Context: an optimization exercise on an open-source flow, tuned for small area and a short achievable clock period. The choices shown serve that exercise and are no tape-out recipe.
RTL that was checked went through simulation tests only; none was proved equivalent to the original.
No functional check of the RTL was part of run 1.
Power is estimated from default activity; no workload was simulated.

## flow/design.v (module list and top-level ports; edited modules follow where they fit)
// module cpu_alu_shifter: 48 lines
// module cpu_alu_mux2i: 8 lines
// module cpu_alu: 875 lines
// module cpu_alu_benc: 10 lines
// module cpu_alu_bpp: 11 lines
// module cpu_alu_benc2: 16 lines
// module cpu_alu_bpp2: 18 lines
// module cpu_alu_bppbit: 10 lines
// module cpu_alu_fa: 10 lines
// module cpu_alu_ha: 9 lines
// module cpu_alu_cpa: 660 lines
// module cpu_alu_nand2: 3 lines
// module cpu_alu_nor2: 3 lines
// module cpu_alu_xnor2: 3 lines
// module cpu_alu_inv: 3 lines
// module cpu_alu_aoi21: 3 lines
// module cpu_alu_oai21: 3 lines
// module cpu_alu_maj3i: 3 lines
// module cpu_alu_xor2: 3 lines
// module cpu_alu_o22ai: 4 lines
// module cpu_alu_and2: 3 lines
// module cpu_alu_mux2: 3 lines
module cpu_alu #(
    parameter int WIDTH = pkg_cpu_alu::ALU_WIDTH
) (
    input  logic             clk,
    input  logic             rst,
    input  logic             in_valid,
    input  logic [WIDTH-1:0] a,
    input  logic [WIDTH-1:0] b,
    input  logic [3:0]       oper,
    input  logic [3:0]       flags_in,
    output logic             out_valid,
    output logic [WIDTH-1:0] result,
    output logic [3:0]       flags_out
);
  // ...
==> flow/flow/run.sh <==
#!/bin/bash
# Standard layout, except that the port buffers are plain buf_2 cells instead of the
# resizer's default choice.
set -e
export BUFFER_PORTS_ARGS="-buffer_cell sky130_fd_sc_hd__buf_2"
bash standard.sh > standard.log 2>&1
==> flow/standard.sh <==
#!/bin/bash
# synth_recipe.tcl (not shown) runs the flow's synth.tcl, then flattens the netlist and writes it again
# the make line also repeats each setting of config.mk as NAME=value (left out here)
make -C /OpenROAD-flow-scripts/flow DESIGN_CONFIG=/design/flow/config.mk WORK_HOME=/design/flow/orfs CLKGATE_MAP_FILE= SYNTH_SCRIPT=/design/flow/synth_recipe.tcl "${@:-finish}"
==> flow/config.mk <==
export PLATFORM = sky130hd
export DESIGN_NAME = cpu_alu
export DESIGN_NICKNAME = cpu_alu
export VERILOG_FILES = /design/flow/design.v
export SDC_FILE = /design/flow/constraint.sdc
export NUM_CORES = 4
export LEC_CHECK = 0
export CAP_MARGIN = 20
export CORE_MARGIN = 2
export CORE_UTILIZATION = 60
export SETUP_SLACK_MARGIN = 3.3
export SLEW_MARGIN = 20
export SYNTH_HIERARCHICAL = 1
==> flow/constraint.sdc <==
create_clock -name core_clock -period 11.0 [get_ports {clk}]
set_input_delay 2.2000 -clock core_clock [delete_from_list [all_inputs] [get_ports {clk}]]
set_output_delay 2.2000 -clock core_clock [all_outputs]
set_load 0.01 [all_outputs]
==> flow_summary.json, run 1 <==
{
  "first_global_vias": 17000,
  "post-place-ws_ps": 1800,
  "synth_xor_area_share_pct": 21.5,
  "dp_hpwl_um": 49800,
  "fillers": 2362,
  "synthCells": 2070,
  "power_density_nw_per_um2": 227,
  "grt_pass1_wl_um": 102000,
  "yosys.area_share.simple_pct": 9.23,
  "layout_setup_ws_ps": 3360,
  "worst_slew_pin_slew_ps": 992,
  "place_inst": 2556,
  "hold_slack_ps": 2060,
  "seq_area_frac_synth_pct": 3.92,
  "holdCritPathClass": "primary input to flip-flop",
  "drv_cap": 0,
  "switching_share_pct": 55.4,
  "grt_util_met1_pct": 58.0,
  "taps": 396,
  "num-nonclk-buffers": 184,
  "port_buffers": 109,
  "cts_tree": "built",
  "synthesis.area_um2": 18400,
  "cp_max_fo": 14,
  "dieArea_um2": 32000,
  "pg_seq_uw": 192,
  "cp_num_cells": 25,
  "status": "no timing/DRC/antenna violations",
  "relSlewSlack_pct": 33.7,
  "synth_compound_area_share_pct": 20.6,
  "drtIter0Drc": 2348,
  "num-clock-buffers": 6,
  "seq_share_pct": 3.34,
  "cts_hold_buf": 0,
  "grt_most_used_layer": "met2",
  "n_antenna_cell": 0,
  "largest_class": "multi-input gates",
  "core_region_area_um2": 30300,
  "start_util_pct": 60.5,
  "power.share.clock_pct": 3.3,
  "path_delay_family": "adder cells",
  "synthTopCellsByCount": "xnor2_1, mux2i_1, o22ai_1, fa_1, nand2_1",
  "rows": 64
}
==> inputs of run 2 (changes only) <==
--- a/flow/design.v
+++ b/flow/design.v
@@ -1621,46 +1621,363 @@
     cpu_alu_nor2 u_n281 (.i_a(n276), .i_b(n277), .o_y(n281));
     logic n282;
     cpu_alu_nand2 u_n282 (.i_a(n278), .i_b(n279), .o_y(n282));
     logic n283;
     cpu_alu_nand2 u_n283 (.i_a(n280), .i_b(n281), .o_y(n283));
     logic n284;
     cpu_alu_nor2 u_n284 (.i_a(n282), .i_b(n283), .o_y(n284));
     assign o_zero = n284;
-    assign p = {n64, n63, n62, n61, n60, n59, n58, n57, n56, n55, n54, n53, n52, n51, n50, n49, n48, n47, n46, n45, n44, n43, n42, n41, n40, n39, n38, n37, n36, n35, n34, n33};
-    assign gv = {n32, n31, n30, n29, n28, n27, n26, n25, n24, n23, n22, n21, n20, n19, n18, n17, n16, n15, n14, n13, n12, n11, n10, n9, n8, n7, n6, n5, n4, n3, n2, n1};
-    assign kv = {n221, n220, n219, n218, n217, n216, n215, n214, n213, n212, n211, n210, n209, n208, n207, n206, n205, n204, n203, n202, n201, n200, n199, n198, n197, n196, n195, n194, n193, n192, n191, n190};
     logic n285;
-    cpu_alu_inv u_n285 (.i_a(n187), .o_y(n285));
+    cpu_alu_a222oi u_n285 (.i_a(i_seland), .i_b(n1), .i_c(i_selor), .i_d(n190), .i_e(i_selxor), .i_f(n33), .o_y(n285));
     logic n286;
-    cpu_alu_inv u_n286 (.i_a(n183), .o_y(n286));
+    cpu_alu_a222oi u_n286 (.i_a(i_seland), .i_b(n2), .i_c(i_selor), .i_d(n191), .i_e(i_selxor), .i_f(n34), .o_y(n286));
     logic n287;
-    cpu_alu_inv u_n287 (.i_a(n175), .o_y(n287));
+    cpu_alu_a222oi u_n287 (.i_a(i_seland), .i_b(n3), .i_c(i_selor), .i_d(n192), .i_e(i_selxor), .i_f(n35), .o_y(n287));
     logic n288;
-    cpu_alu_inv u_n288 (.i_a(n163), .o_y(n288));
+    cpu_alu_a222oi u_n288 (.i_a(i_seland), .i_b(n4), .i_c(i_selor), .i_d(n193), .i_e(i_selxor), .i_f(n36), .o_y(n288));
     logic n289;
-    cpu_alu_inv u_n289 (.i_a(n162), .o_y(n289));
+    cpu_alu_a222oi u_n289 (.i_a(i_seland), .i_b(n5), .i_c(i_selor), .i_d(n194), .i_e(i_selxor), .i_f(n37), .o_y(n289));
     logic n290;
-    cpu_alu_inv u_n290 (.i_a(n160), .o_y(n290));
+    cpu_alu_a222oi u_n290 (.i_a(i_seland), .i_b(n6), .i_c(i_selor), .i_d(n195), .i_e(i_selxor), .i_f(n38), .o_y(n290));
     logic n291;
-    cpu_alu_inv u_n291 (.i_a(n156), .o_y(n291));
+    cpu_alu_a222oi u_n291 (.i_a(i_seland), .i_b(n7), .i_c(i_selor), .i_d(n196), .i_e(i_selxor), .i_f(n39), .o_y(n291));
     logic n292;
-    cpu_alu_inv u_n292 (.i_a(n124), .o_y(n292));
+    cpu_alu_a222oi u_n292 (.i_a(i_seland), .i_b(n8), .i_c(i_selor), .i_d(n197), .i_e(i_selxor), .i_f(n40), .o_y(n292));
     logic n293;
-    cpu_alu_inv u_n293 (.i_a(n123), .o_y(n293));
+    cpu_alu_a222oi u_n293 (.i_a(i_seland), .i_b(n9), .i_c(i_selor), .i_d(n198), .i_e(i_selxor), .i_f(n41), .o_y(n293));
     logic n294;
-    cpu_alu_inv u_n294 (.i_a(n121), .o_y(n294));
+    cpu_alu_a222oi u_n294 (.i_a(i_seland), .i_b(n10), .i_c(i_selor), .i_d(n199), .i_e(i_selxor), .i_f(n42), .o_y(n294));
     logic n295;
-    cpu_alu_inv u_n295 (.i_a(n118), .o_y(n295));
+    cpu_alu_a222oi u_n295 (.i_a(i_seland), .i_b(n11), .i_c(i_selor), .i_d(n200), .i_e(i_selxor), .i_f(n43), .o_y(n295));
     logic n296;
-    cpu_alu_inv u_n296 (.i_a(n102), .o_y(n296));
+    cpu_alu_a222oi u_n296 (.i_a(i_seland), .i_b(n12), .i_c(i_selor), .i_d(n201), .i_e(i_selxor), .i_f(n44), .o_y(n296));
     logic n297;
-    cpu_alu_inv u_n297 (.i_a(n82), .o_y(n297));
-    assign c = {n189, n285, n184, n286, n182, n178, n177, n287, n164, n288, n289, n161, n290, n159, n158, n291, n125, n292, n293, n122, n294, n120, n119, n295, n117, n105, n104, n296, n83, n297, n81, n65};
+    cpu_alu_a222oi u_n297 (.i_a(i_seland), .i_b(n13), .i_c(i_selor), .i_d(n202), .i_e(i_selxor), .i_f(n45), .o_y(n297));
+    logic n298;
+    cpu_alu_a222oi u_n298 (.i_a(i_seland), .i_b(n14), .i_c(i_selor), .i_d(n203), .i_e(i_selxor), .i_f(n46), .o_y(n298));
+    logic n299;
+    cpu_alu_a222oi u_n299 (.i_a(i_seland), .i_b(n15), .i_c(i_selor), .i_d(n204), .i_e(i_selxor), .i_f(n47), .o_y(n299));
+    logic n300;
+    cpu_alu_a222oi u_n300 (.i_a(i_seland), .i_b(n16), .i_c(i_selor), .i_d(n205), .i_e(i_selxor), .i_f(n48), .o_y(n300));
+    logic n301;
+    cpu_alu_a222oi u_n301 (.i_a(i_seland), .i_b(n17), .i_c(i_selor), .i_d(n206), .i_e(i_selxor), .i_f(n49), .o_y(n301));
+    logic n302;
+    cpu_alu_a222oi u_n302 (.i_a(i_seland), .i_b(n18), .i_c(i_selor), .i_d(n207), .i_e(i_selxor), .i_f(n50), .o_y(n302));
+    logic n303;
+    cpu_alu_a222oi u_n303 (.i_a(i_seland), .i_b(n19), .i_c(i_selor), .i_d(n208), .i_e(i_selxor), .i_f(n51), .o_y(n303));
+    logic n304;
+    cpu_alu_a222oi u_n304 (.i_a(i_seland), .i_b(n20), .i_c(i_selor), .i_d(n209), .i_e(i_selxor), .i_f(n52), .o_y(n304));
+    logic n305;
+    cpu_alu_a222oi u_n305 (.i_a(i_seland), .i_b(n21), .i_c(i_selor), .i_d(n210), .i_e(i_selxor), .i_f(n53), .o_y(n305));
+    logic n306;
+    cpu_alu_a222oi u_n306 (.i_a(i_seland), .i_b(n22), .i_c(i_selor), .i_d(n211), .i_e(i_selxor), .i_f(n54), .o_y(n306));
+    logic n307;
+    cpu_alu_a222oi u_n307 (.i_a(i_seland), .i_b(n23), .i_c(i_selor), .i_d(n212), .i_e(i_selxor), .i_f(n55), .o_y(n307));
+    logic n308;
+    cpu_alu_a222oi u_n308 (.i_a(i_seland), .i_b(n24), .i_c(i_selor), .i_d(n213), .i_e(i_selxor), .i_f(n56), .o_y(n308));
+    logic n309;
+    cpu_alu_a222oi u_n309 (.i_a(i_seland), .i_b(n25), .i_c(i_selor), .i_d(n214), .i_e(i_selxor), .i_f(n57), .o_y(n309));
+    logic n310;
+    cpu_alu_a222oi u_n310 (.i_a(i_seland), .i_b(n26), .i_c(i_selor), .i_d(n215), .i_e(i_selxor), .i_f(n58), .o_y(n310));
+    logic n311;
+    cpu_alu_a222oi u_n311 (.i_a(i_seland), .i_b(n27), .i_c(i_selor), .i_d(n216), .i_e(i_selxor), .i_f(n59), .o_y(n311));
+    logic n312;
+    cpu_alu_a222oi u_n312 (.i_a(i_seland), .i_b(n28), .i_c(i_selor), .i_d(n217), .i_e(i_selxor), .i_f(n60), .o_y(n312));
+    logic n313;
+    cpu_alu_a222oi u_n313 (.i_a(i_seland), .i_b(n29), .i_c(i_selor), .i_d(n218), .i_e(i_selxor), .i_f(n61), .o_y(n313));
+    logic n314;
+    cpu_alu_a222oi u_n314 (.i_a(i_seland), .i_b(n30), .i_c(i_selor), .i_d(n219), .i_e(i_selxor), .i_f(n62), .o_y(n314));
+    logic n315;
+    cpu_alu_a222oi u_n315 (.i_a(i_seland), .i_b(n31), .i_c(i_selor), .i_d(n220), .i_e(i_selxor), .i_f(n63), .o_y(n315));
+    logic n316;
+    cpu_alu_a222oi u_n316 (.i_a(i_seland), .i_b(n32), .i_c(i_selor), .i_d(n221), .i_e(i_selxor), .i_f(n64), .o_y(n316));
+    logic n317;
+    cpu_alu_nand2 u_n317 (.i_a(n285), .i_b(othern[0]), .o_y(n317));
+    logic n318;
+    cpu_alu_nand2 u_n318 (.i_a(n286), .i_b(othern[1]), .o_y(n318));
+    logic n319;
+    cpu_alu_nand2 u_n319 (.i_a(n287), .i_b(othern[2]), .o_y(n319));
+    logic n320;
+    cpu_alu_nand2 u_n320 (.i_a(n288), .i_b(othern[3]), .o_y(n320));
+    logic n321;
+    cpu_alu_nand2 u_n321 (.i_a(n289), .i_b(othern[4]), .o_y(n321));
+    logic n322;
+    cpu_alu_nand2 u_n322 (.i_a(n290), .i_b(othern[5]), .o_y(n322));
+    logic n323;
+    cpu_alu_nand2 u_n323 (.i_a(n291), .i_b(othern[6]), .o_y(n323));
+    logic n324;
+    cpu_alu_nand2 u_n324 (.i_a(n292), .i_b(othern[7]), .o_y(n324));
+    logic n325;
+    cpu_alu_nand2 u_n325 (.i_a(n293), .i_b(othern[8]), .o_y(n325));
+    logic n326;
+    cpu_alu_nand2 u_n326 (.i_a(n294), .i_b(othern[9]), .o_y(n326));
+    logic n327;
+    cpu_alu_nand2 u_n327 (.i_a(n295), .i_b(othern[10]), .o_y(n327));
+    logic n328;
+    cpu_alu_nand2 u_n328 (.i_a(n296), .i_b(othern[11]), .o_y(n328));
+    logic n329;
+    cpu_alu_nand2 u_n329 (.i_a(n297), .i_b(othern[12]), .o_y(n329));
+    logic n330;
+    cpu_alu_nand2 u_n330 (.i_a(n298), .i_b(othern[13]), .o_y(n330));
+    logic n331;
+    cpu_alu_nand2 u_n331 (.i_a(n299), .i_b(othern[14]), .o_y(n331));
+    logic n332;
+    cpu_alu_nand2 u_n332 (.i_a(n300), .i_b(othern[15]), .o_y(n332));
+    logic n333;
+    cpu_alu_nand2 u_n333 (.i_a(n301), .i_b(othern[16]), .o_y(n333));
+    logic n334;
+    cpu_alu_nand2 u_n334 (.i_a(n302), .i_b(othern[17]), .o_y(n334));
+    logic n335;
+    cpu_alu_nand2 u_n335 (.i_a(n303), .i_b(othern[18]), .o_y(n335));
+    logic n336;
+    cpu_alu_nand2 u_n336 (.i_a(n304), .i_b(othern[19]), .o_y(n336));
+    logic n337;
+    cpu_alu_nand2 u_n337 (.i_a(n305), .i_b(othern[20]), .o_y(n337));
+    logic n338;
+    cpu_alu_nand2 u_n338 (.i_a(n306), .i_b(othern[21]), .o_y(n338));
+    logic n339;
+    cpu_alu_nand2 u_n339 (.i_a(n307), .i_b(othern[22]), .o_y(n339));
+    logic n340;
+    cpu_alu_nand2 u_n340 (.i_a(n308), .i_b(othern[23]), .o_y(n340));
+    logic n341;
+    cpu_alu_nand2 u_n341 (.i_a(n309), .i_b(othern[24]), .o_y(n341));
+    logic n342;
+    cpu_alu_nand2 u_n342 (.i_a(n310), .i_b(othern[25]), .o_y(n342));
+    logic n343;
+    cpu_alu_nand2 u_n343 (.i_a(n311), .i_b(othern[26]), .o_y(n343));
+    logic n344;
+    cpu_alu_nand2 u_n344 (.i_a(n312), .i_b(othern[27]), .o_y(n344));
+    logic n345;
+    cpu_alu_nand2 u_n345 (.i_a(n313), .i_b(othern[28]), .o_y(n345));
+    logic n346;
+    cpu_alu_nand2 u_n346 (.i_a(n314), .i_b(othern[29]), .o_y(n346));
+    logic n347;
+    cpu_alu_nand2 u_n347 (.i_a(n315), .i_b(othern[30]), .o_y(n347));
+    logic n348;
+    cpu_alu_nand2 u_n348 (.i_a(n316), .i_b(othern[31]), .o_y(n348));
+    logic n349;
+    cpu_alu_nor2 u_n349 (.i_a(n317), .i_b(n318), .o_y(n349));
+    logic n350;
+    cpu_alu_nor2 u_n350 (.i_a(n319), .i_b(n320), .o_y(n350));
+    logic n351;
+    cpu_alu_nor2 u_n351 (.i_a(n321), .i_b(n322), .o_y(n351));
+    logic n352;
+    cpu_alu_nor2 u_n352 (.i_a(n323), .i_b(n324), .o_y(n352));
+    logic n353;
+    cpu_alu_nor2 u_n353 (.i_a(n325), .i_b(n326), .o_y(n353));
+    logic n354;
+    cpu_alu_nor2 u_n354 (.i_a(n327), .i_b(n328), .o_y(n354));
+    logic n355;
+    cpu_alu_nor2 u_n355 (.i_a(n329), .i_b(n330), .o_y(n355));
+    logic n356;
+    cpu_alu_nor2 u_n356 (.i_a(n331), .i_b(n332), .o_y(n356));
+    logic n357;
+    cpu_alu_nor2 u_n357 (.i_a(n333), .i_b(n334), .o_y(n357));
+    logic n358;
+    cpu_alu_nor2 u_n358 (.i_a(n335), .i_b(n336), .o_y(n358));
+    logic n359;
+    cpu_alu_nor2 u_n359 (.i_a(n337), .i_b(n338), .o_y(n359));
+    logic n360;
+    cpu_alu_nor2 u_n360 (.i_a(n339), .i_b(n340), .o_y(n360));
+    logic n361;
+    cpu_alu_nor2 u_n361 (.i_a(n341), .i_b(n342), .o_y(n361));
+    logic n362;
+    cpu_alu_nor2 u_n362 (.i_a(n343), .i_b(n344), .o_y(n362));
+    logic n363;
+    cpu_alu_nor2 u_n363 (.i_a(n345), .i_b(n346), .o_y(n363));
+    logic n364;
+    cpu_alu_nor2 u_n364 (.i_a(n347), .i_b(n348), .o_y(n364));
+    logic n365;
+    cpu_alu_nand2 u_n365 (.i_a(n349), .i_b(n350), .o_y(n365));
+    logic n366;
+    cpu_alu_nand2 u_n366 (.i_a(n351), .i_b(n352), .o_y(n366));
+    logic n367;
+    cpu_alu_nand2 u_n367 (.i_a(n353), .i_b(n354), .o_y(n367));
+    logic n368;
+    cpu_alu_nand2 u_n368 (.i_a(n355), .i_b(n356), .o_y(n368));
+    logic n369;
+    cpu_alu_nand2 u_n369 (.i_a(n357), .i_b(n358), .o_y(n369));
+    logic n370;
+    cpu_alu_nand2 u_n370 (.i_a(n359), .i_b(n360), .o_y(n370));
+    logic n371;
+    cpu_alu_nand2 u_n371 (.i_a(n361), .i_b(n362), .o_y(n371));
+    logic n372;
+    cpu_alu_nand2 u_n372 (.i_a(n363), .i_b(n364), .o_y(n372));
+    logic n373;
+    cpu_alu_nor2 u_n373 (.i_a(n365), .i_b(n366), .o_y(n373));
+    logic n374;
+    cpu_alu_nor2 u_n374 (.i_a(n367), .i_b(n368), .o_y(n374));
+    logic n375;
+    cpu_alu_nor2 u_n375 (.i_a(n369), .i_b(n370), .o_y(n375));
+    logic n376;
+    cpu_alu_nor2 u_n376 (.i_a(n371), .i_b(n372), .o_y(n376));
+    logic n377;
+    cpu_alu_nand2 u_n377 (.i_a(n373), .i_b(n374), .o_y(n377));
+    logic n378;
+    cpu_alu_nand2 u_n378 (.i_a(n375), .i_b(n376), .o_y(n378));
+    logic n379;
+    cpu_alu_nor2 u_n379 (.i_a(n377), .i_b(n378), .o_y(n379));
+    assign o_zero_l = n379;
+    logic n380;
+    cpu_alu_inv u_n380 (.i_a(n33), .o_y(n380));
+    cpu_alu_mux2i u_d0_0 (.i_s(i_sel), .i_0(n317), .i_1(n33), .o_y(d0n[0]));
+    cpu_alu_mux2i u_d1_0 (.i_s(i_sel), .i_0(n317), .i_1(n380), .o_y(d1n[0]));
+    logic n381;
+    cpu_alu_inv u_n381 (.i_a(n34), .o_y(n381));
+    cpu_alu_mux2i u_d0_1 (.i_s(i_sel), .i_0(n318), .i_1(n34), .o_y(d0n[1]));
+    cpu_alu_mux2i u_d1_1 (.i_s(i_sel), .i_0(n318), .i_1(n381), .o_y(d1n[1]));
+    logic n382;
+    cpu_alu_inv u_n382 (.i_a(n35), .o_y(n382));
+    cpu_alu_mux2i u_d0_2 (.i_s(i_sel), .i_0(n319), .i_1(n35), .o_y(d0n[2]));
+    cpu_alu_mux2i u_d1_2 (.i_s(i_sel), .i_0(n319), .i_1(n382), .o_y(d1n[2]));
+    logic n383;
+    cpu_alu_inv u_n383 (.i_a(n36), .o_y(n383));
+    cpu_alu_mux2i u_d0_3 (.i_s(i_sel), .i_0(n320), .i_1(n36), .o_y(d0n[3]));
+    cpu_alu_mux2i u_d1_3 (.i_s(i_sel), .i_0(n320), .i_1(n383), .o_y(d1n[3]));
+    logic n384;
+    cpu_alu_inv u_n384 (.i_a(n37), .o_y(n384));
+    cpu_alu_mux2i u_d0_4 (.i_s(i_sel), .i_0(n321), .i_1(n37), .o_y(d0n[4]));
+    cpu_alu_mux2i u_d1_4 (.i_s(i_sel), .i_0(n321), .i_1(n384), .o_y(d1n[4]));
+    logic n385;
+    cpu_alu_inv u_n385 (.i_a(n38), .o_y(n385));
+    cpu_alu_mux2i u_d0_5 (.i_s(i_sel), .i_0(n322), .i_1(n38), .o_y(d0n[5]));
+    cpu_alu_mux2i u_d1_5 (.i_s(i_sel), .i_0(n322), .i_1(n385), .o_y(d1n[5]));
+    logic n386;
+    cpu_alu_inv u_n386 (.i_a(n39), .o_y(n386));
+    cpu_alu_mux2i u_d0_6 (.i_s(i_sel), .i_0(n323), .i_1(n39), .o_y(d0n[6]));
+    cpu_alu_mux2i u_d1_6 (.i_s(i_sel), .i_0(n323), .i_1(n386), .o_y(d1n[6]));
+    logic n387;
+    cpu_alu_inv u_n387 (.i_a(n40), .o_y(n387));
+    cpu_alu_mux2i u_d0_7 (.i_s(i_sel), .i_0(n324), .i_1(n40), .o_y(d0n[7]));
+    cpu_alu_mux2i u_d1_7 (.i_s(i_sel), .i_0(n324), .i_1(n387), .o_y(d1n[7]));
+    logic n388;
+    cpu_alu_inv u_n388 (.i_a(n41), .o_y(n388));
+    cpu_alu_mux2i u_d0_8 (.i_s(i_sel), .i_0(n325), .i_1(n41), .o_y(d0n[8]));
+    cpu_alu_mux2i u_d1_8 (.i_s(i_sel), .i_0(n325), .i_1(n388), .o_y(d1n[8]));
+    logic n389;
+    cpu_alu_inv u_n389 (.i_a(n42), .o_y(n389));
+    cpu_alu_mux2i u_d0_9 (.i_s(i_sel), .i_0(n326), .i_1(n42), .o_y(d0n[9]));
+    cpu_alu_mux2i u_d1_9 (.i_s(i_sel), .i_0(n326), .i_1(n389), .o_y(d1n[9]));
+    logic n390;
+    cpu_alu_inv u_n390 (.i_a(n43), .o_y(n390));
+    cpu_alu_mux2i u_d0_10 (.i_s(i_sel), .i_0(n327), .i_1(n43), .o_y(d0n[10]));
+    cpu_alu_mux2i u_d1_10 (.i_s(i_sel), .i_0(n327), .i_1(n390), .o_y(d1n[10]));
+    logic n391;
+    cpu_alu_inv u_n391 (.i_a(n44), .o_y(n391));
+    cpu_alu_mux2i u_d0_11 (.i_s(i_sel), .i_0(n328), .i_1(n44), .o_y(d0n[11]));
+    cpu_alu_mux2i u_d1_11 (.i_s(i_sel), .i_0(n328), .i_1(n391), .o_y(d1n[11]));
+    logic n392;
+    cpu_alu_inv u_n392 (.i_a(n45), .o_y(n392));
+    cpu_alu_mux2i u_d0_12 (.i_s(i_sel), .i_0(n329), .i_1(n45), .o_y(d0n[12]));
+    cpu_alu_mux2i u_d1_12 (.i_s(i_sel), .i_0(n329), .i_1(n392), .o_y(d1n[12]));
+    logic n393;
+    cpu_alu_inv u_n393 (.i_a(n46), .o_y(n393));
+    cpu_alu_mux2i u_d0_13 (.i_s(i_sel), .i_0(n330), .i_1(n46), .o_y(d0n[13]));
+    cpu_alu_mux2i u_d1_13 (.i_s(i_sel), .i_0(n330), .i_1(n393), .o_y(d1n[13]));
+    logic n394;
+    cpu_alu_inv u_n394 (.i_a(n47), .o_y(n394));
+    cpu_alu_mux2i u_d0_14 (.i_s(i_sel), .i_0(n331), .i_1(n47), .o_y(d0n[14]));
+    cpu_alu_mux2i u_d1_14 (.i_s(i_sel), .i_0(n331), .i_1(n394), .o_y(d1n[14]));
+    logic n395;
+    cpu_alu_inv u_n395 (.i_a(n48), .o_y(n395));
+    cpu_alu_mux2i u_d0_15 (.i_s(i_sel), .i_0(n332), .i_1(n48), .o_y(d0n[15]));
+    cpu_alu_mux2i u_d1_15 (.i_s(i_sel), .i_0(n332), .i_1(n395), .o_y(d1n[15]));
+    logic n396;
+    cpu_alu_inv u_n396 (.i_a(n49), .o_y(n396));
+    cpu_alu_mux2i u_d0_16 (.i_s(i_sel), .i_0(n333), .i_1(n49), .o_y(d0n[16]));
+    cpu_alu_mux2i u_d1_16 (.i_s(i_sel), .i_0(n333), .i_1(n396), .o_y(d1n[16]));
+    logic n397;
+    cpu_alu_inv u_n397 (.i_a(n50), .o_y(n397));
+    cpu_alu_mux2i u_d0_17 (.i_s(i_sel), .i_0(n334), .i_1(n50), .o_y(d0n[17]));
+    cpu_alu_mux2i u_d1_17 (.i_s(i_sel), .i_0(n334), .i_1(n397), .o_y(d1n[17]));
+    logic n398;
+    cpu_alu_inv u_n398 (.i_a(n51), .o_y(n398));
+    cpu_alu_mux2i u_d0_18 (.i_s(i_sel), .i_0(n335), .i_1(n51), .o_y(d0n[18]));
+    cpu_alu_mux2i u_d1_18 (.i_s(i_sel), .i_0(n335), .i_1(n398), .o_y(d1n[18]));
+    logic n399;
+    cpu_alu_inv u_n399 (.i_a(n52), .o_y(n399));
+    cpu_alu_mux2i u_d0_19 (.i_s(i_sel), .i_0(n336), .i_1(n52), .o_y(d0n[19]));
+    cpu_alu_mux2i u_d1_19 (.i_s(i_sel), .i_0(n336), .i_1(n399), .o_y(d1n[19]));
+    logic n400;
+    cpu_alu_inv u_n400 (.i_a(n53), .o_y(n400));
+    cpu_alu_mux2i u_d0_20 (.i_s(i_sel), .i_0(n337), .i_1(n53), .o_y(d0n[20]));
+    cpu_alu_mux2i u_d1_20 (.i_s(i_sel), .i_0(n337), .i_1(n400), .o_y(d1n[20]));
+    logic n401;
+    cpu_alu_inv u_n401 (.i_a(n54), .o_y(n401));
+    cpu_alu_mux2i u_d0_21 (.i_s(i_sel), .i_0(n338), .i_1(n54), .o_y(d0n[21]));
+    cpu_alu_mux2i u_d1_21 (.i_s(i_sel), .i_0(n338), .i_1(n401), .o_y(d1n[21]));
+    logic n402;
+    cpu_alu_inv u_n402 (.i_a(n55), .o_y(n402));
+    cpu_alu_mux2i u_d0_22 (.i_s(i_sel), .i_0(n339), .i_1(n55), .o_y(d0n[22]));
+    cpu_alu_mux2i u_d1_22 (.i_s(i_sel), .i_0(n339), .i_1(n402), .o_y(d1n[22]));
+    logic n403;
+    cpu_alu_inv u_n403 (.i_a(n56), .o_y(n403));
+    cpu_alu_mux2i u_d0_23 (.i_s(i_sel), .i_0(n340), .i_1(n56), .o_y(d0n[23]));
+    cpu_alu_mux2i u_d1_23 (.i_s(i_sel), .i_0(n340), .i_1(n403), .o_y(d1n[23]));
+    logic n404;
+    cpu_alu_inv u_n404 (.i_a(n57), .o_y(n404));
+    cpu_alu_mux2i u_d0_24 (.i_s(i_sel), .i_0(n341), .i_1(n57), .o_y(d0n[24]));
+    cpu_alu_mux2i u_d1_24 (.i_s(i_sel), .i_0(n341), .i_1(n404), .o_y(d1n[24]));
+    logic n405;
+    cpu_alu_inv u_n405 (.i_a(n58), .o_y(n405));
+    cpu_alu_mux2i u_d0_25 (.i_s(i_sel), .i_0(n342), .i_1(n58), .o_y(d0n[25]));
+    cpu_alu_mux2i u_d1_25 (.i_s(i_sel), .i_0(n342), .i_1(n405), .o_y(d1n[25]));
+    logic n406;
+    cpu_alu_inv u_n406 (.i_a(n59), .o_y(n406));
+    cpu_alu_mux2i u_d0_26 (.i_s(i_sel), .i_0(n343), .i_1(n59), .o_y(d0n[26]));
+    cpu_alu_mux2i u_d1_26 (.i_s(i_sel), .i_0(n343), .i_1(n406), .o_y(d1n[26]));
+    logic n407;
+    cpu_alu_inv u_n407 (.i_a(n60), .o_y(n407));
+    cpu_alu_mux2i u_d0_27 (.i_s(i_sel), .i_0(n344), .i_1(n60), .o_y(d0n[27]));
+    cpu_alu_mux2i u_d1_27 (.i_s(i_sel), .i_0(n344), .i_1(n407), .o_y(d1n[27]));
+    logic n408;
+    cpu_alu_inv u_n408 (.i_a(n61), .o_y(n408));
+    cpu_alu_mux2i u_d0_28 (.i_s(i_sel), .i_0(n345), .i_1(n61), .o_y(d0n[28]));
+    cpu_alu_mux2i u_d1_28 (.i_s(i_sel), .i_0(n345), .i_1(n408), .o_y(d1n[28]));
+    logic n409;
+    cpu_alu_inv u_n409 (.i_a(n62), .o_y(n409));
+    cpu_alu_mux2i u_d0_29 (.i_s(i_sel), .i_0(n346), .i_1(n62), .o_y(d0n[29]));
+    cpu_alu_mux2i u_d1_29 (.i_s(i_sel), .i_0(n346), .i_1(n409), .o_y(d1n[29]));
+    logic n410;
+    cpu_alu_inv u_n410 (.i_a(n63), .o_y(n410));
+    cpu_alu_mux2i u_d0_30 (.i_s(i_sel), .i_0(n347), .i_1(n63), .o_y(d0n[30]));
+    cpu_alu_mux2i u_d1_30 (.i_s(i_sel), .i_0(n347), .i_1(n410), .o_y(d1n[30]));
+    logic n411;
+    cpu_alu_inv u_n411 (.i_a(n64), .o_y(n411));
+    cpu_alu_mux2i u_d0_31 (.i_s(i_sel), .i_0(n348), .i_1(n64), .o_y(d0n[31]));
+    cpu_alu_mux2i u_d1_31 (.i_s(i_sel), .i_0(n348), .i_1(n411), .o_y(d1n[31]));
+    assign p = {n64, n63, n62, n61, n60, n59, n58, n57, n56, n55, n54, n53, n52, n51, n50, n49, n48, n47, n46, n45, n44, n43, n42, n41, n40, n39, n38, n37, n36, n35, n34, n33};
+    logic n412;
+    cpu_alu_inv u_n412 (.i_a(n187), .o_y(n412));
+    logic n413;
+    cpu_alu_inv u_n413 (.i_a(n183), .o_y(n413));
+    logic n414;
+    cpu_alu_inv u_n414 (.i_a(n175), .o_y(n414));
+    logic n415;
+    cpu_alu_inv u_n415 (.i_a(n163), .o_y(n415));
+    logic n416;
+    cpu_alu_inv u_n416 (.i_a(n162), .o_y(n416));
+    logic n417;
+    cpu_alu_inv u_n417 (.i_a(n160), .o_y(n417));
+    logic n418;
+    cpu_alu_inv u_n418 (.i_a(n156), .o_y(n418));
+    logic n419;
+    cpu_alu_inv u_n419 (.i_a(n124), .o_y(n419));
+    logic n420;
+    cpu_alu_inv u_n420 (.i_a(n123), .o_y(n420));
+    logic n421;
+    cpu_alu_inv u_n421 (.i_a(n121), .o_y(n421));
+    logic n422;
+    cpu_alu_inv u_n422 (.i_a(n118), .o_y(n422));
+    logic n423;
+    cpu_alu_inv u_n423 (.i_a(n102), .o_y(n423));
+    logic n424;
+    cpu_alu_inv u_n424 (.i_a(n82), .o_y(n424));
+    assign c = {n189, n412, n184, n413, n182, n178, n177, n414, n164, n415, n416, n161, n417, n159, n158, n418, n125, n419, n420, n122, n421, n120, n119, n422, n117, n105, n104, n423, n83, n424, n81, n65};
     cpu_alu_mux2i u_res0 (.i_s(i_cin), .i_0(d0n[0]), .i_1(d1n[0]), .o_y(o_result[0]));
     cpu_alu_mux2i u_res1 (.i_s(n65), .i_0(d0n[1]), .i_1(d1n[1]), .o_y(o_result[1]));
     cpu_alu_mux2i u_res2 (.i_s(n66), .i_0(d1n[2]), .i_1(d0n[2]), .o_y(o_result[2]));
     cpu_alu_mux2i u_res3 (.i_s(n82), .i_0(d1n[3]), .i_1(d0n[3]), .o_y(o_result[3]));
     cpu_alu_mux2i u_res4 (.i_s(n83), .i_0(d0n[4]), .i_1(d1n[4]), .o_y(o_result[4]));
     cpu_alu_mux2i u_res5 (.i_s(n102), .i_0(d1n[5]), .i_1(d0n[5]), .o_y(o_result[5]));
     cpu_alu_mux2i u_res6 (.i_s(n104), .i_0(d0n[6]), .i_1(d1n[6]), .o_y(o_result[6]));
     cpu_alu_mux2i u_res7 (.i_s(n105), .i_0(d0n[7]), .i_1(d1n[7]), .o_y(o_result[7]));
@@ -1683,25 +2000,20 @@
     cpu_alu_mux2i u_res24 (.i_s(n164), .i_0(d0n[24]), .i_1(d1n[24]), .o_y(o_result[24]));
     cpu_alu_mux2i u_res25 (.i_s(n175), .i_0(d1n[25]), .i_1(d0n[25]), .o_y(o_result[25]));
     cpu_alu_mux2i u_res26 (.i_s(n177), .i_0(d0n[26]), .i_1(d1n[26]), .o_y(o_result[26]));
     cpu_alu_mux2i u_res27 (.i_s(n178), .i_0(d0n[27]), .i_1(d1n[27]), .o_y(o_result[27]));
     cpu_alu_mux2i u_res28 (.i_s(n179), .i_0(d1n[28]), .i_1(d0n[28]), .o_y(o_result[28]));
     cpu_alu_mux2i u_res29 (.i_s(n183), .i_0(d1n[29]), .i_1(d0n[29]), .o_y(o_result[29]));
     cpu_alu_mux2i u_res30 (.i_s(n184), .i_0(d0n[30]), .i_1(d1n[30]), .o_y(o_result[30]));
     cpu_alu_mux2i u_res31 (.i_s(n187), .i_0(d1n[31]), .i_1(d0n[31]), .o_y(o_result[31]));
-    logic [31:0] gv;
-    logic [31:0] kv;
-    logic [31:0] l;
+    logic [31:0] othern;
     logic [31:0] d0n;
     logic [31:0] d1n;
-    assign l   = ({32{i_seland}} & gv) | ({32{i_selor}} & kv) | ({32{i_selxor}} & p) | i_other;
-    assign o_zero_l = ~|l;
-    assign d0n = ~(i_sel ? p : l);
-    assign d1n = ~(i_sel ? ~p : l);
+    assign othern = ~i_other;
     assign o_cout = c[31];
     assign o_c31  = c[30];
 endmodule
 module cpu_alu_nand2 (input logic i_a, input logic i_b, output logic o_y);
     assign o_y = ~(i_a & i_b);
 endmodule
 module cpu_alu_nor2 (input logic i_a, input logic i_b, output logic o_y);
     assign o_y = ~(i_a | i_b);
@@ -1723,14 +2035,18 @@
 endmodule
 module cpu_alu_xor2 (input logic i_a, input logic i_b, output logic o_y);
     assign o_y = i_a ^ i_b;
 endmodule
 module cpu_alu_o22ai (input logic i_a, input logic i_b, input logic i_c, input logic i_d,
                       output logic o_y);
     assign o_y = ~((i_a | i_b) & (i_c | i_d));
 endmodule
+module cpu_alu_a222oi (input logic i_a, input logic i_b, input logic i_c, input logic i_d,
+                       input logic i_e, input logic i_f, output logic o_y);
+    assign o_y = ~((i_a & i_b) | (i_c & i_d) | (i_e & i_f));
+endmodule
 module cpu_alu_and2 (input logic i_a, input logic i_b, output logic o_y);
     assign o_y = i_a & i_b;
 endmodule
 module cpu_alu_mux2 (input logic i_s, input logic i_0, input logic i_1, output logic o_y);
     assign o_y = i_s ? i_1 : i_0;
 endmodule
==> flow/config.mk (replaced) <==
export PLATFORM = sky130hd
export DESIGN_NAME = cpu_alu
export DESIGN_NICKNAME = cpu_alu
export VERILOG_FILES = /design/flow/design.v
export SDC_FILE = /design/flow/constraint.sdc
export NUM_CORES = 4
export LEC_CHECK = 0
export CAP_MARGIN = 20
export CORE_MARGIN = 2
export CORE_UTILIZATION = 60
export SETUP_SLACK_MARGIN = 3.0
export SLEW_MARGIN = 20
export SYNTH_HIERARCHICAL = 1
==> run 2 against run 1 <==
  * Die area up 0.20%
  * Via count fell by 2.4%
  * Clock power shrank 11%
  * Total power down 12%
  * Sequential power is essentially flat
  * Sequential share of layout area is 0.18 points higher
  * Design area shrank 5.0%
  * Critical path depth fell by 1
  * Non-clock buffer count fell by 21
  * Largest cell class unchanged
==> flow_summary.json, run 2 <==
{
  "status": "no timing/DRC/antenna violations",
  "worstPathRequired_ps": 11210,
  "final_common_cell": "mux2i_1",
  "design.portCount": 112,
  "drc": 0,
  "hold_viol_final": 0,
  "holdCritPathClass": "primary input to flip-flop",
  "end_kind": "flip-flop",
  "syn_to_final_growth_pct": 11.5,
  "setup_viol": 0,
  "cts_tree": "built",
  "yosysTopAreaCell": "fa_1",
  "seq_area_frac_synth_pct": 3.92,
  "synth-edff-count": 0,
  "rsz0062_at_grt": "yes",
  "hold_slack_ps": 2050,
  "place_inst": 2577,
  "grt_pass1_wl_um": 101000,
  "synthTopCellsByCount": "mux2i_1, xnor2_1, o22ai_1, fa_1, nand2_1",
  "power_density_nw_per_um2": 211,
  "nets": 2525,
  "largest_register_ffs": 32,
  "core_region_area_um2": 30400,
  "max_freq_mhz": 127,
  "period_needed_ps": 7870,
  "synth-seq-cells": 36,
  "finalMaxSlewViolations": 0,
  "hp-start": "rst",
  "cts_root_buf": "clkbuf_16",
  "n_antenna_cell": 0,
  "yosysTopAreaCellShare_pct": 22.8,
  "relSlewSlack_pct": 30.8,
  "port_buffers": 109,
  "drive_above_1_share_pct": 14.1,
  "start_util_pct": 60.5,
  "wl_per_cell_um": 26.2,
  "ir_worst_vdd_mv": 0.264,
  "drtIter0Drc": 2436,
  "synth_area_per_cell_um2": 8.92,
  "cts.sinks": 36,
  "grt_use_total_pct": 41.5,
  "routed_wl_um": 68100,
  "grt_start_max_net_pins": 49,
  "timing.final.crit_share_pct": 71.6,
  "finalNonFillerCells": 2602,
  "synthCells": 2062,
  "reg_top3": "r_result (32), r_flags (3), r_valid (1)",
  "rows": 64,
  "final_cell_mix": "mux2i_1, xnor2_1, o22ai_1",
  "post-place-ws_ps": 1410,
  "crit_type": "primary input to flip-flop",
  "synthesis.area_um2": 18400,
  "synth.most_common_cell": "mux2i_1",
  "die_h_um": 179,
  "cts_buffer_depth": 2,
  "cp.arrival_ps": 8080,
  "dieArea_um2": 32100,
  "ant_nets": 0,
  "p_leak_uw": 0.00854,
  "dr.pass1.iters": 7,
  "clk_pin_slew_ps": 60,
  "tns_ps": 0,
  "viasPerCell": 6.91,
  "fillers": 2604,
  "via_count": 18000,
  "cts_buffers": 5,
  "dp_hpwl_um": 50200,
  "ys_warn_count": 9,
  "fp.dieW_um": 179,
  "worst_slew_pin_slew_ps": 1040,
  "setup.worst_path.start_class": "primary input",
  "min_to": "r_valid",
  "yosysUniqueCellTypes": 72,
  "cp_max_fo": 30,
  "synthArstFlopShare_pct": 0,
  "routabilityCongestion": 0.978,
  "holdPathStages": 2,
  "yosys-top-cells-area": "fa_1, mux2i_1, xnor2_1",
  "regMostFlops": "r_result",
  "grt_overflow": 0,
  "first_global_vias": 17100,
  "htreeDepth": 2,
  "layout_setup_ws_ps": 3130,
  "antenna_found_initial": 1,
  "drv_cap": 0,
  "synth_ff_type": "dfxtp_1"
}
run 2: changes by cell type after synthesis, sizes merged, moves of 6 or more:
cell | before | now
buf | 26 | 19
a21oi | 88 | 62
clkbuf | 26 | 12
a222oi | 0 | 32
inv | 49 | 112
mux2i | 299 | 345
o21ai | 77 | 51
nand2 | 183 | 163
a221o | 6 | 0
a211oi | 8 | 2
nor2 | 102 | 113
a221oi | 7 | 0
a22oi | 26 | 1
a21o | 10 | 4
run 2: power breakdown:
| group | switching [µW] | internal [µW] | leakage, µW |
|---|---|---|---|
| Combinational | 2340 | 1660 | 0.00818 |
| Clock | 59.1 | 82.5 | 0.0000667 |
| Sequential | 9.60 | 182 | 0.000301 |
run 2: area by class of cell:
| cell class | instances | area [µm²] | area share, % |
|---|---|---|---|
| sequential | 36 | 721 | 3.51 |
| inverter | 112 | 420 | 2.05 |
| multi-input combinational | 1888 | 17700 | 86.1 |
| tap | 396 | 495 | 2.42 |
| clock buffer | 6 | 129 | 0.628 |
| clock inverter | 1 | 5.00 | 0.0244 |
| timing repair buffer | 163 | 1090 | 5.30 |
run 2: how the worst max path moves through the flow:
stage                     start         end  slack, ps  cells past startpoint
after floorplan            b[5]  r_flags[2]       2830                     21
after global placement     b[1]  r_flags[2]       1610                     23
after detailed placement   b[1]  r_flags[2]       1410                     23
after CTS                  b[3]  r_flags[2]       3030                     23
after global routing       b[0]  r_flags[2]       2970                     25
final                      b[2]  r_flags[2]       3130                     24
run 2: per-module statistics from Yosys, one instance, submodules excluded, excerpt:
| module | cells inside | cell area, µm² |
|---|---|---|
| cpu_alu_cpa | 32 | 120 |
| cpu_alu_nand2 | 1 | 3.75 |
| cpu_alu_maj3i | 3 | 18.8 |
| cpu_alu_ha | 1 | 12.5 |
| cpu_alu_and2 | 1 | 6.26 |
| cpu_alu_aoi21 | 1 | 8.76 |
| cpu_alu_mux2i | 1 | 10.0 |
| cpu_alu_a222oi | 1 | 10.0 |
| cpu_alu_xnor2 | 1 | 8.76 |
| cpu_alu_fa | 1 | 20.0 |
run 2: cells by family (layout without fill, tap and decap cells):
kind of cell | after synthesis | count (layout) | share of synthesized area [%]
compound gates | 489 | 489 | 18.3
xor+xnor | 451 | 452 | 21.5
mux | 353 | 353 | 19.3
simple gates | 344 | 345 | 8.39
fa+ha+maj | 245 | 245 | 25.2
buf+inv | 143 | 282 | 3.39
flops | 36 | 36 | 3.92
other cells | 1 | 4 | 0.0204
run 2: timing repair:
item	4_1_cts	5_1_grt
cloned	0	3
endpoints found under the setup margin	11	4
setup buffers	3	12
endpoints found under the hold margin	0	0
hold buffers	0	0
pin swaps	4	8
gates resized for setup	49	57
run 2: metal layers:
metal	global-route usage [%]	vias up	part of all wire, %
li1	-	7762	-
met1	56.2	8748	40
met3	6.55	229	11
met2	64.5	1234	44
met5	0	-	0
met4	20.5	0	5.8
run 2: through the flow:
stage | area [µm²] | total power (µW) | utilization [%]
6_report | 20500 | 4330 | 67.4
5_1_grt | 20500 | 4660 | 67.4
4_1_cts | 20100 | 4070 | 65.9
3_5_place_dp | 19700 | 3860 | 64.6
3_3_place_gp | 19700 | 3770 | 64.6
2_1_floorplan | 18400 | 2640 | -
run 2: worst max-delay path: stages:
cell,delay (ps)
buf_2,210
buf_6,290
xnor2_2,160
buf_8,250
o22ai_1,140
fa_1,570
fa_1,440
fa_1,390
fa_1,450
fa_1,440
mux2i_1,400
xor2_2,170
buf_4,170
a21oi_2,200
o21ai_1,120
a21oi_2,170
o21ai_4,120
a21oi_2,230
o21ai_2,130
a21oi_2,190
inv_1,90
and3b_1,230
a21oi_2,60
o31ai_1,190
==> inputs of run 3 (changes only) <==
--- a/flow/config.mk
+++ b/flow/config.mk
@@ -8,6 +8,6 @@
 export CAP_MARGIN = 20
 export CORE_MARGIN = 2
 export CORE_UTILIZATION = 60
-export SETUP_SLACK_MARGIN = 3.0
+export SETUP_SLACK_MARGIN = 3.5
 export SLEW_MARGIN = 20
 export SYNTH_HIERARCHICAL = 1
==> run 3 against run 2 <==
  * Fmax increased by 5.3%
  * Sequential power about the same
  * Setup slack improved by 400 ps
==> flow_summary.json, run 3 <==
{
  "status": "no timing/DRC/antenna violations",
  "crit_type": "primary input to flip-flop",
  "start_util_pct": 60.5,
  "holdCritPathClass": "primary input to flip-flop",
  "dp_hpwl_um": 49700,
  "synthTopCellsByCount": "mux2i_1, xnor2_1, o22ai_1, fa_1, nand2_1",
  "grt_use_total_pct": 43.5,
  "yosysTopAreaCell": "fa_1",
  "grt_most_used_layer": "met2",
  "ir_worst_vdd_mv": 0.296,
  "seq_area_frac_synth_pct": 3.92,
  "end_kind": "flip-flop",
  "synth_area_per_cell_um2": 8.92,
  "die_h_um": 179,
  "fillers": 2297,
  "drtIter0Drc": 2648,
  "rows": 64,
  "cts.sinks": 36,
  "ys_warn_count": 9,
  "routabilityCongestion": 1.01,
  "p_leak_uw": 0.00921,
  "antenna_found_initial": 1,
  "syn_to_final_growth_pct": 20.9,
  "tns_ps": 0,
  "max_freq_mhz": 134,
  "synthesis.area_um2": 18400,
  "drc": 0,
  "fp.dieW_um": 179,
  "synth.most_common_cell": "mux2i_1",
  "dr.pass1.iters": 8,
  "cts_tree": "built",
  "core_region_area_um2": 30400,
  "relSlewSlack_pct": 28.2,
  "viasPerCell": 7.12,
  "final_cell_mix": "mux2i_1, xnor2_1, o22ai_1",
  "rsz0062_at_grt": "yes",
  "setup_viol": 0,
  "reg_top3": "r_result (32), r_flags (3), r_valid (1)",
  "startpoint": "a[9]",
  "gr-usage-met3_pct": 8.82,
  "grt_util_met1_pct": 58.0,
  "clk_pin_slew_ps": 60,
  "cp.arrival_ps": 7710,
  "dieArea_um2": 32100,
  "hp-start": "rst",
  "nets": 2557,
  "synthArstFlopShare_pct": 0,
  "finalMaxSlewViolations": 0,
  "synth-edff-count": 0,
  "cp_max_fo": 15,
  "cts_buffer_depth": 2,
  "ant_nets": 0,
  "final_common_cell": "mux2i_1",
  "grt_pass1_wl_um": 104000,
  "grt_start_max_net_pins": 66,
  "period_needed_ps": 7470,
  "finalNonFillerCells": 2635,
  "htreeDepth": 2,
  "yosysUniqueCellTypes": 72,
  "grt_use_met2_pct": 66.7,
  "via_count": 18800,
  "timing.final.crit_share_pct": 67.9,
  "drive_above_1_share_pct": 19.1,
  "hold_viol_final": 0,
  "cts_hold_buf": 0,
  "power_density_nw_per_um2": 210,
  "routed_wl_um": 73700,
  "cts_root_buf": "clkbuf_16",
  "grt_overflow": 0,
  "worstPathRequired_ps": 11240,
  "wl_per_cell_um": 28.0,
  "first_global_vias": 17500,
  "setup.worst_path.start_class": "primary input",
  "worst_slew_pin_slew_ps": 1080,
  "synth-seq-cells": 36,
  "n_antenna_cell": 0,
  "finish.utilization_pct": 73.1,
  "largest_register_ffs": 32,
  "yosysTopAreaCellShare_pct": 22.8,
  "design.portCount": 112,
  "place_inst": 2568,
  "cts_buffers": 5,
  "yosys-top-cells-area": "fa_1, mux2i_1, xnor2_1",
  "port_buffers": 109,
  "regMostFlops": "r_result",
  "synthCells": 2062,
  "synth_ff_type": "dfxtp_1",
  "drv_cap": 0
}
run 3: cell counts after synthesis:
Identical to the previous run, type by type.
run 3: repair_timing:
action / 4_1_cts / 5_1_grt
setup buffers: 14 / 26
cloned: 10 / 9
pin swaps: 20 / 27
gates resized for setup: 146 / 157
endpoints found under the setup margin: 16 / 7
run 3: final timing paths:
check / slack (ps) / end / depth (start not counted)
min: 2050 / r_valid / 2
max: 3530 / r_flags[0] / 19
run 3: stage by stage:
stage / cell area, µm² / setup slack, ps / total power (µW) / hold slack, ps
finish: 22200 / 3530 / 4680 / 2050
global route: 22200 / 3380 / 4980 / 2050
CTS: 20800 / 3490 / 4220 / 2040
detailed placement: 19700 / 1690 / 3860 / 2360
global placement: 19700 / 1810 / 3770 / 2360
floorplan: 18600 / 3410 / 2640 / 2270
run 3: where the power goes:
group          internal (µW)  total [µW]  switching, µW
combinational           1810        4340           2530
sequential               182         191           9.45
clock                   83.6         145           61.6
total                   2070        4680           2600
run 3: per-layer routing:
| metal | vias up | routed length [µm] |
|---|---|---|
| met5 | - | 0 |
| met3 | 352 | 9330 |
| met4 | 0 | 4760 |
| met2 | 1499 | 32000 |
| li1 | 7854 | - |
| met1 | 9058 | 27600 |
run 3: cell families after synthesis:
group | synth area share (%)
fa+ha+maj | 25.2
other cells | 0.0204
simple gates | 8.39
flops | 3.92
xor+xnor | 21.5
buf+inv | 3.39
mux | 19.3
compound gates | 18.3
run 3: area by class of cell:
cell class | instances | area, µm² | share of cell area, %
repair buffers | 184 | 1700 | 7.63
clock inverters | 3 | 18.8 | 0.0844
inverters | 112 | 420 | 1.89
multi-input cells | 1899 | 18800 | 84.4
well taps | 396 | 495 | 2.23
flip-flops and latches | 36 | 721 | 3.24
clock buffers | 5 | 125 | 0.562
run 3: modules after synthesis (local to each module, per instance), a selection:
| module | flip-flops and latches | cell area [µm²] |
|---|---|---|
| cpu_alu_fa | 0 | 20.0 |
| cpu_alu_maj3i | 0 | 18.8 |
| cpu_alu_oai21 | 0 | 5.00 |
| cpu_alu_xor2 | 0 | 8.76 |
| cpu_alu_and2 | 0 | 6.26 |
| cpu_alu_ha | 0 | 12.5 |
| cpu_alu_a222oi | 0 | 10.0 |
| cpu_alu_cpa | 0 | 120 |
| cpu_alu_o22ai | 0 | 6.26 |
| cpu_alu_xnor2 | 0 | 8.76 |
run 3: worst max-delay path, cell delays in order:
cell and delay [ps]:
clkbuf_4 310, xnor2_1 320, o22ai_1 150, fa_1 520
fa_1 550, fa_1 430, fa_1 400, fa_1 470
fa_2 660, mux2i_4 130, xor2_4 250, a222oi_1 400
nand2_1 160, nor2_1 130, nand2_1 90, nor2_2 140
nand2_1 110, nor2_1 110, mux2_2 150
==> inputs of run 4 (changes only) <==
--- a/flow/config.mk
+++ b/flow/config.mk
@@ -8,6 +8,6 @@
 export CAP_MARGIN = 20
 export CORE_MARGIN = 2
 export CORE_UTILIZATION = 60
-export SETUP_SLACK_MARGIN = 3.5
+export SETUP_SLACK_MARGIN = 3.3
 export SLEW_MARGIN = 20
 export SYNTH_HIERARCHICAL = 1
==> run 4 against run 3 <==
  * Still clean on timing, DRC and antenna
  * Die area unchanged
  * Hold slack worse by 6.0 ps
  * Non-clock buffer count down 3
  * Global-route usage down 1.8 points
  * First-iteration DRC count down 1.2%
  * Total power down 1.5%
  * Combinational power down 2%
  * Setup slack worse by 76 ps
  * Design area down 4.7%
  * Routed wire length down 5.5%
  * Critical path type unchanged
==> flow_summary.json, run 4 <==
{
  "synth-seq-cells": 36,
  "seq_area_frac_synth_pct": 3.92,
  "worstPathRequired_ps": 11180,
  "ant_nets": 0,
  "largest_register_ffs": 32,
  "synth_area_per_cell_um2": 8.92,
  "nets": 2546,
  "drv_cap": 0,
  "cpMostUsedCell": "fa_1",
  "ys_warn_count": 9,
  "grt_pass1_wl_um": 101000,
  "n_antenna_cell": 0,
  "hp-start": "rst",
  "path_delay_family": "adder cells",
  "cts.sinks": 36,
  "htreeDepth": 2,
  "fp.dieW_um": 179,
  "timing.final.crit_share_pct": 68.6,
  "cts_tree": "built",
  "grt_most_used_layer": "met2",
  "hold_viol_final": 0,
  "cp_max_fo": 24,
  "yosysTopAreaCellShare_pct": 22.8,
  "yosysUniqueCellTypes": 72,
  "final_cell_mix": "mux2i_1, xnor2_1, o22ai_1",
  "crit_type": "primary input to flip-flop",
  "dieArea_um2": 32100,
  "period_needed_ps": 7550,
  "final_common_cell": "mux2i_1",
  "post-place-ws_ps": 1500,
  "regMostFlops": "r_result",
  "finalMaxSlewViolations": 0,
  "core_region_area_um2": 30400,
  "worst-path-buf-inv": 5,
  "dp_hpwl_um": 49400,
  "dr.pass1.iters": 7,
  "rsz0062_at_grt": "yes",
  "start_util_pct": 60.5,
  "syn_to_final_growth_pct": 15.2,
  "worst_slew_pin_slew_ps": 1080,
  "p_leak_uw": 0.00881,
  "relSlewSlack_pct": 28.2,
  "ir_worst_vdd_mv": 0.539,
  "drive_above_1_share_pct": 16.5,
  "setup_viol": 0,
  "max_freq_mhz": 132,
  "yosysTopAreaCell": "fa_1",
  "synthCells": 2062,
  "cp.arrival_ps": 7730,
  "synthTopCellsByCount": "mux2i_1, xnor2_1, o22ai_1, fa_1, nand2_1",
  "antenna_found_initial": 0,
  "cts_buffers": 5,
  "layout_setup_ws_ps": 3450,
  "grt_use_total_pct": 41.6,
  "design.portCount": 112,
  "slowest_delay_ps": 520,
  "via_count": 18000,
  "drc": 0,
  "clk_pin_slew_ps": 70,
  "grt_start_max_net_pins": 66,
  "cp-endpoint": "r_flags[2]",
  "cp_slowest_cell": "fa_1",
  "gr-usage-met3_pct": 8.25,
  "status": "no timing/DRC/antenna violations",
  "first_global_vias": 17100,
  "reg_top3": "r_result (32), r_flags (3), r_valid (1)",
  "port_buffers": 109,
  "synthArstFlopShare_pct": 0,
  "routabilityCongestion": 0.980,
  "yosys-top-cells-area": "fa_1, mux2i_1, xnor2_1",
  "grt_use_met2_pct": 63.0,
  "synthesis.area_um2": 18400,
  "setup.worst_path.start_class": "primary input",
  "viasPerCell": 6.88,
  "grt_util_met1_pct": 56.3,
  "startpoint": "b[4]",
  "routed_wl_um": 69700,
  "cp_num_cells": 24,
  "synth.most_common_cell": "mux2i_1",
  "cts_root_buf": "clkbuf_16",
  "wl_per_cell_um": 26.5,
  "synth-edff-count": 0,
  "tns_ps": 0,
  "worstPathCellList": "buf_6 -> xor2_1 -> nand2_4 -> buf_4 -> o22ai_1 -> fa_1 -> fa_1 -> fa_1 -> mux2i_2 -> xor2_2 -> nand2_1 -> nor2_1 -> nand2_1 -> o21ai_1 -> buf_4 -> inv_1 -> o21ai_4 -> a21oi_4 -> o21ai_4 -> a21oi_2 -> inv_1 -> and3b_1 -> a21oi_2 -> o31ai_1",
  "die_h_um": 179,
  "grt_overflow": 0,
  "drtIter0Drc": 2615,
  "cts_hold_buf": 0,
  "holdCritPathClass": "primary input to flip-flop",
  "cts_buffer_depth": 2,
  "rows": 64,
  "synth_ff_type": "dfxtp_1",
  "power_density_nw_per_um2": 217,
  "end_kind": "flip-flop"
}
run 4: cell counts after synthesis:
Identical to the previous run, type by type.
run 4: worst min-delay path by stage:
stage                    to  slack [ps]  cells past startpoint
finish              r_valid        2040                      2
floorplan           r_valid        2270                      1
global route        r_valid        2060                      2
detailed placement  r_valid        2360                      2
global placement    r_valid        2360                      2
CTS                 r_valid        2050                      2
run 4: per-module statistics from Yosys, one instance, submodules excluded, a selection:
module | copies in the design | flip-flops and latches
cpu_alu_fa | 210 | 0
cpu_alu_xor2 | 144 | 0
cpu_alu_shifter | 1 | 0
cpu_alu_a222oi | 32 | 0
cpu_alu | 1 | 36
cpu_alu_xnor2 | 304 | 0
cpu_alu_mux2i | 320 | 0
cpu_alu_cpa | 1 | 0
run 4: per-stage QoR:
| stage | cells | hold WS (ps) | utilization [%] | power (µW) | area (µm²) |
|---|---|---|---|---|---|
| finish | 2624 | 2040 | 69.6 | 4600 | 21200 |
| global placement | 2576 | 2360 | 64.6 | 3830 | 19600 |
| CTS | 2600 | 2050 | 67.0 | 4230 | 20400 |
| global route | 2624 | 2060 | 69.6 | 4930 | 21200 |
| floorplan | 2065 | 2270 | - | 2640 | 18500 |
| detailed placement | 2576 | 2360 | 64.6 | 3930 | 19600 |
run 4: where the power goes:
group	internal, µW	switching (µW)	total [µW]
Clock	90.5	63.8	154
Combinational	1780	2480	4260
Sequential	181	9.41	191
Total	2050	2560	4600
run 4: layout make-up:
| type | count | area [µm²] |
|---|---|---|
| clock inverter | 1 | 7.51 |
| clock buffer | 7 | 143 |
| tap | 396 | 495 |
| inverter | 112 | 420 |
| sequential | 36 | 721 |
| timing repair buffer | 181 | 1420 |
| fill | 2478 | 9240 |
| multi-input combinational | 1891 | 18000 |
run 4: timing repair:
item | CTS | global route
setup endpoints to repair | 16 | 5
pin swaps | 11 | 17
buffers inserted | 14 | 17
cloned | 2 | 7
gates resized for setup | 94 | 106
run 4: routing by layer:
layer	part of all wire (%)	wire [µm]
met5	0	0
met4	5.9	4100
met3	11	7820
met2	43	29800
met1	40	28000
run 4: cells by family (layout without fill, tap and decap cells):
| group | count (synthesis) | in the layout | share of synthesized area, % |
|---|---|---|---|
| compound gates | 489 | 489 | 18.3 |
| xor+xnor | 451 | 451 | 21.5 |
| mux | 353 | 353 | 19.3 |
| simple gates | 344 | 349 | 8.39 |
| fa+ha+maj | 245 | 245 | 25.2 |
| buf+inv | 143 | 301 | 3.39 |
| flops | 36 | 36 | 3.92 |
| other cells | 1 | 4 | 0.0204 |
==> inputs of run 5 (changes only) <==
--- a/flow/config.mk
+++ b/flow/config.mk
@@ -7,7 +7,7 @@
 export LEC_CHECK = 0
 export CAP_MARGIN = 20
 export CORE_MARGIN = 2
-export CORE_UTILIZATION = 60
+export CORE_UTILIZATION = 70
 export SETUP_SLACK_MARGIN = 3.3
 export SLEW_MARGIN = 20
 export SYNTH_HIERARCHICAL = 1
==> run 5 against run 4 <==
  * Largest power group unchanged
  * Setup slack worse by 140 ps
  * Design area hardly changed
  * Largest cell class unchanged
  * Utilization is 12 points higher
==> flow_summary.json, run 5 <==
{
  "status": "no timing/DRC/antenna violations",
  "synthTopCellsByCount": "mux2i_1, xnor2_1, o22ai_1, fa_1, nand2_1",
  "synth_area_per_cell_um2": 8.92,
  "antenna_found_initial": 0,
  "cts_hold_buf": 0,
  "met1Wirelength_um": 24500,
  "p_leak_uw": 0.00886,
  "drtIter0Drc": 2946,
  "n_antenna_cell": 0,
  "first_global_vias": 18200,
  "dieArea_um2": 27600,
  "synthCells": 2062,
  "cp_num_cells": 22,
  "power.share.clock_pct": 3.5,
  "seq_power_share_pct": 4.0,
  "clk_pin_slew_ps": 70,
  "routabilityCongestion": 0.993,
  "regMostFlops": "r_result",
  "cp_slowest_cell": "xor2_1",
  "hold_viol_final": 0,
  "power_density_nw_per_um2": 227,
  "synthesis.area_um2": 18400,
  "final_common_cell": "mux2i_1",
  "grt_use_total_pct": 47.0,
  "cts_buffer_depth": 2,
  "p_sw_uw": 2690,
  "ir_worst_vdd_mv": 0.578,
  "setup.worst_path.start_class": "primary input",
  "timing.final.crit_share_pct": 69.9,
  "holdCritPathClass": "primary input to flip-flop",
  "wl_met3_um": 9820,
  "cts.sinks": 36,
  "core_region_area_um2": 25900,
  "path_delay_family": "adder cells",
  "cp-endpoint": "r_flags[2]",
  "grt_pass1_wl_um": 102000,
  "setup_viol": 0,
  "slowest_delay_ps": 520,
  "tns_ps": 0,
  "die_h_um": 166,
  "crit_type": "primary input to flip-flop",
  "start_util_pct": 71.0,
  "yosysTopAreaCellShare_pct": 22.8,
  "reg_top3": "r_result (32), r_flags (3), r_valid (1)",
  "fillers": 1646,
  "startpoint": "a[7]",
  "p_int_uw": 2130,
  "synth.most_common_cell": "mux2i_1",
  "worst_slew_pin_slew_ps": 1090,
  "worstPathRequired_ps": 11170,
  "period_needed_ps": 7690,
  "nets": 2548,
  "fp.dieW_um": 166,
  "finalNonFillerCells": 2565,
  "design.portCount": 112,
  "rsz0062_at_grt": "no",
  "grt_overflow": 0,
  "ant_nets": 0,
  "cp_max_fo": 16,
  "dp_hpwl_um": 48700,
  "worst-path-buf-inv": 4,
  "syn_to_final_growth_pct": 15.2,
  "ys_warn_count": 9,
  "wl_per_cell_um": 27.0,
  "viasPerCell": 7.31,
  "yosysUniqueCellTypes": 72,
  "cp.arrival_ps": 7860,
  "yosysTopAreaCell": "fa_1",
  "max_freq_mhz": 130,
  "largest_register_ffs": 32,
  "drv_cap": 0,
  "end_kind": "flip-flop",
  "final_cell_mix": "mux2i_1, xnor2_1, o22ai_1",
  "drive_above_1_share_pct": 17.2,
  "drc": 0,
  "wl_met2_um": 29600,
  "cpMostUsedCell": "fa_1",
  "finalMaxSlewViolations": 0,
  "worstPathCellList": "clkbuf_4 -> xnor2_1 -> o22ai_1 -> fa_1 -> fa_1 -> fa_1 -> mux2i_1 -> xor2_1 -> nand2_1 -> nor2_1 -> nand2_1 -> o21ai_1 -> buf_4 -> inv_1 -> o21ai_4 -> a21oi_4 -> o21ai_4 -> a21oi_2 -> inv_1 -> and3b_1 -> a21oi_1 -> o31ai_1",
  "port_buffers": 109,
  "relSlewSlack_pct": 27.5,
  "via_count": 18800,
  "cts_root_buf": "clkbuf_16",
  "grt_start_max_net_pins": 66,
  "seq_area_frac_synth_pct": 3.92,
  "switching_share_pct": 55.7,
  "cts_buffers": 5,
  "finish.utilization_pct": 81.8,
  "place_inst": 2514,
  "synthArstFlopShare_pct": 0,
  "routed_wl_um": 69300,
  "top_layer": "met4",
  "htreeDepth": 2,
  "synth_ff_type": "dfxtp_1",
  "dr.pass1.iters": 9,
  "cts_tree": "built",
  "synth-seq-cells": 36,
  "yosys-top-cells-area": "fa_1, mux2i_1, xnor2_1",
  "rows": 59,
  "synth-edff-count": 0,
  "p_comb_share_pct": 92.5
}
==> run 5: cell counts after synthesis <==
No cell type changed its count.
==> run 5: stage by stage <==
| stage | hold WS, ps | worst slack, ps | total power, µW | area [µm²] |
|---|---|---|---|---|
| floorplan | 2270 | 3110 | 2640 | 18500 |
| global placement | 2360 | 1680 | 3780 | 19600 |
| detailed placement | 2370 | 1400 | 3910 | 19600 |
| CTS | 2060 | 3300 | 4250 | 20300 |
| global route | 2070 | 3200 | 5080 | 21200 |
| finish | 2050 | 3310 | 4820 | 21200 |
==> run 5: how the worst min path moves through the flow <==
stage / start / end / slack (ps) / depth (start not counted)
detailed placement: rst / r_valid / 2370 / 2
finish: rst / r_valid / 2050 / 2
global placement: rst / r_valid / 2360 / 2
global route: rst / r_valid / 2070 / 2
CTS: rst / r_valid / 2060 / 2
floorplan: rst / r_valid / 2270 / 1
==> run 5: per-layer routing <==
metal,up-vias,GRT usage (%)
met3,399,12.7
met4,0,29.0
met5,-,0
met2,1730,71.8
met1,8833,59.5
li1,7800,-
==> run 5: cell type report <==
cell class / instances / area, µm² / area share (%)
Tap cell: 335 / 419 / 1.98
Inverter: 112 / 420 / 1.98
Clock inverter: 3 / 42.5 / 0.201
Multi-Input combinational cell: 1889 / 18000 / 85.0
Clock buffer: 5 / 125 / 0.590
Sequential cell: 36 / 721 / 3.40
Timing Repair Buffer: 185 / 1450 / 6.82
==> run 5: cells by family after synthesis <==
kind of cell | Yosys count | share of synthesized area, %
XOR/XNOR | 451 | 21.5
AND/OR/NAND/NOR | 344 | 8.39
AO/OA/AOI/OAI | 489 | 18.3
other | 1 | 0.0204
buffers and inverters | 143 | 3.39
flip-flops | 36 | 3.92
multiplexers | 353 | 19.3
adder cells (fa/ha/maj) | 245 | 25.2
==> run 5: what timing repair did <==
item,CTS,global route
endpoints found under the setup margin,19,6
gates resized for setup,90,117
pin swaps,13,17
cloned,2,3
setup buffers,10,27
==> run 5: power groups by stage <==
| stage | sequential, µW | clock (µW) | combinational, µW |
|---|---|---|---|
| finish | 191 | 168 | 4460 |
| global route | 194 | 171 | 4710 |
| CTS | 192 | 168 | 3890 |
| detailed placement | 194 | 0 | 3710 |
| global placement | 193 | 0 | 3580 |
| floorplan | 223 | 0 | 2410 |
==> run 5: Yosys stat by module, one instance, submodules excluded, a selection <==
module          cells inside  flops+latches  area [µm²]  times used
cpu_alu                  116             36        1370           1
cpu_alu_a222oi             1              0        10.0          32
cpu_alu_ha                 1              0        12.5          30
cpu_alu_xnor2              1              0        8.76         304
cpu_alu_oai21              1              0        5.00          25
cpu_alu_fa                 1              0        20.0         210
cpu_alu_nor2               1              0        3.75          84
cpu_alu_o22ai              1              0        6.26         272
cpu_alu_xor2               1              0        8.76         144
cpu_alu_aoi21              1              0        8.76          41
cpu_alu_maj3i              3              0        18.8           1

[port drivers added, routing unchanged]
The results above use ideal ports. As a check the final layouts listed here were re-extracted and re-timed, cells and wires unchanged. Step 1 sets driving cells, clkbuf_16 on the clock port and buf_2 on the other inputs (assumed; they add their load-dependent delay and slew). Step 2 moves the port delays by t, midway between the first and last clock arrival at a register: inputs arrive t later, outputs are due t later. That takes back most of the time a late clock gives input paths. Three values: ideal, step 1, step 2; two values: the first two.
run	t (ns)	setup slack, ns	worst hold slack (ns)	worst data-port slew with drivers (ns)	cell pins on the clock port's net
run 1	0.320	3.363 / 3.295 / 2.975	2.060 / 2.044 / 2.364	0.14	1
run 2	0.334	3.129 / 3.144 / 2.810	2.048 / 2.028 / 2.362	0.05	1
run 3	0.339	3.527 / 3.410 / 3.071	2.050 / 2.023 / 2.362	0.25	1
run 4	0.336	3.452 / 3.456 / 3.120	2.044 / 2.029 / 2.364	0.06	1
run 5	0.324	3.313 / 3.223 / 2.899	2.053 / 2.041 / 2.365	0.21	1
After both steps every run listed still meets setup and hold. The setup slack of run 3, which loses most, moves by -0.117 ns with the drivers and by -0.456 ns with both steps.
